What follows belongs to an exercise in optimizing a design on an open flow for small area and a short achievable clock period; a production flow would make more cautious choices.
The RTL was checked by simulation tests, not by an equivalence proof against the original design.

the previous run:
==> flow/design.v (excerpt) <==
module adpll_mesh_top
(
    input  wire                          clk258_x,
    input  wire                          rst_n_i,
    input  wire                          cfg_req_i,
    input  wire                          cfg_we_i,
    input  wire [4-1:0]  cfg_addr_i,
    input  wire [16-1:0]  cfg_wdata_i,
    output logic                         cfg_ack_o,
    output logic [16-1:0] cfg_rdata_o,
    input  wire                          ref_i,      
    output logic [3:0]                   gen_o,      
    output logic [3:0]                   div8_o
);
    adpll_cfg_pkg::gain_t     gains;
    adpll_cfg_pkg::weight_t   w11;
    adpll_cfg_pkg::weight_t   w12;
    adpll_cfg_pkg::weight_t   w21;
    adpll_cfg_pkg::weight_t   w22;
    logic                     enable;
    logic [3:0]               fb_rise;
    logic                     ref_q;
    logic                     ref_rise;
    logic [7:0]               cnt_ref;      
    logic [7:0]               cnt_11;       
    logic [7:0]               cnt_12;
    logic [7:0]               cnt_21;
    adpll_sig_pkg::pdet_err_t e11_left;
    logic [6:0]               e11_left3;
    adpll_sig_pkg::pdet_err_t e12_left;
    logic [6:0]               e12_left3;
    adpll_sig_pkg::pdet_err_t e21_above;
    logic [6:0]               e21_above3;
    adpll_sig_pkg::pdet_err_t e22_left;
    logic [6:0]               e22_left3;
    adpll_sig_pkg::pdet_err_t e22_above;
    logic [6:0]               e22_above3;
    logic [10:0]              s11;
    logic [9:0]               s12;
    logic [9:0]               s21;
    logic [9:0]               s22;
    mesh_ctrl u_ctrl (
        .clk258_x     (clk258_x),
        .rst_n_i      (rst_n_i),
        .cfg_req_i    (cfg_req_i),
        .cfg_we_i     (cfg_we_i),
  ...
For scale: about 7600 cells after synthesis, ~650 flip-flops.
==> flow/config.mk <==
export PLATFORM = sky130hd
export DESIGN_NAME = adpll_mesh_top
export DESIGN_NICKNAME = adpll_mesh_top
export VERILOG_FILES = /design/flow/design.v
export SDC_FILE = /design/flow/constraint.sdc
export NUM_CORES = 4
export LEC_CHECK = 0
export CAP_MARGIN = 20
export CORE_MARGIN = 2
export CORE_UTILIZATION = 40
export SLEW_MARGIN = 20
==> flow/constraint.sdc <==
create_clock -name core_clock -period 15.0 [get_ports {clk258_x}]
set_input_delay 3.0000 -clock core_clock [delete_from_list [all_inputs] [get_ports {clk258_x}]]
set_output_delay 3.0000 -clock core_clock [all_outputs]
set_load 0.01 [all_outputs]
standard.sh (not shown) runs the stock make flow with config.mk's settings and CLKGATE_MAP_FILE= SYNTH_SCRIPT=/design/flow/synth_recipe.tcl, a recipe that flattens the netlist after the stock synthesis.
==> flow/flow/run.sh <==
#!/bin/bash
# Standard layout, with timing repair aimed below the clock period: the repair
# steps (floorplan, CTS, global route) keep working on every path slower than
# the clock period less SETUP_SLACK_MARGIN. The constraints are unchanged.
set -euo pipefail
bash standard.sh SETUP_SLACK_MARGIN=8.5 finish > standard_flow.log 2>&1
The previous run reached the end of the flow, and the finished layout is clean on the timing, design-rule and antenna checks.
[inputs] the current run vs the previous run
Settings: changing CORE_UTILIZATION from 40 to 55.
-- flow/flow/run.sh --
<<< the previous run, line 6
bash standard.sh SETUP_SLACK_MARGIN=8.5 finish > standard_flow.log 2>&1
>>> the current run, line 6
bash standard.sh SETUP_SLACK_MARGIN=9.5 finish > standard_flow.log 2>&1
[summary]
The final layout from the current run, which completed every stage, passed the timing, design-rule and antenna checks at the end of the flow.
Looking at cell at the slowest stage of the critical path, the sky130_fd_sc_hd__dfstp_2 result is from the current run; the sky130_fd_sc_hd__nor2_2 one comes from the previous run.
Taking the previous run as the reference point, the detailed router's first-iteration violation count of the current run rises by 14%.
Looking at worst setup slack across the previous run and the current run, the one that comes out lower is the previous run.
The current run gives more number of non-clock buffers than the previous run did.
The run showing the smaller via count is the previous run.
Looking at die area, the current run sits 27% below the previous run.
When the current run is set beside the previous run, its cell area after layout turns out to be about 8% larger.
met1 capacity usage during global routing ends up lower on the previous run.

* * *

Another version of the RTL of adpll_mesh_top (not shown whole).
Size: roughly 670 flip-flops, about 50 I/O pins.
export LEC_CHECK = 0
export CAP_MARGIN = 20
export CORE_MARGIN = 2
export CORE_UTILIZATION = 40
export SLEW_MARGIN = 20
create_clock -name core_clock -period 15.0 [get_ports {clk258_x}]
==> flow/flow/run.sh <==
#!/bin/bash
# Standard layout, with timing repair aimed below the clock period: the repair
# steps (floorplan, CTS, global route) keep working on every path slower than
# the clock period less SETUP_SLACK_MARGIN. The constraints are unchanged.
set -euo pipefail
bash standard.sh SETUP_SLACK_MARGIN=8.5 finish > standard_flow.log 2>&1
The starting point completed with no timing, DRC or antenna violations.
Rerun with:
==> flow/run.sh (new file) <==
#!/bin/bash
# synth_recipe.tcl (not shown) runs the flow's synth.tcl, then flattens the netlist and writes it again
# the make line also repeats each setting of config.mk as NAME=value (left out here)
make -C /OpenROAD-flow-scripts/flow DESIGN_CONFIG=/design/flow/config.mk WORK_HOME=/design/flow/orfs CLKGATE_MAP_FILE= SYNTH_SCRIPT=/design/flow/synth_recipe.tcl finish
removed: flow/flow/run.sh
removed: flow/standard.sh
What happened:
- design area decreases by a few percent
- global-route usage decreases by 0.38 points
- sequential cell count stays the same
- first-iteration DRC count decreases by roughly a tenth
- routed wire length decreases by a few percent
- synthesized cell count is unchanged

-- re-timing with driven ports --
In the flow no input, the clock included, has a driving cell. The finished layouts below were timed again as built, in two steps.
Step 1 assumes that a clkbuf_16 drives the clock port and a buf_2 every other input.
Step 2 also shifts input and output timing later by t, the mid clock arrival at the registers, as if the neighbouring blocks saw the same clock.
Slacks: ideal ports / drivers / drivers and shift; pairs: ideal ports / drivers.
| run | t, ns | setup WS [ns] | worst slew at a driven data input, ns |
|---|---|---|---|
| the previous run | 0.779 | 8.467 / 8.467 / 8.467 | 0.06 |
| the current run | 0.784 | 8.696 / 8.696 / 8.696 | 0.13 |
| the first run of note 2 | 0.770 | 8.308 / 8.308 / 8.308 | 0.08 |
| the second run of note 2 | 0.776 | 7.144 / 7.144 / 7.144 | 0.13 |
After both steps every run listed still meets setup and hold.
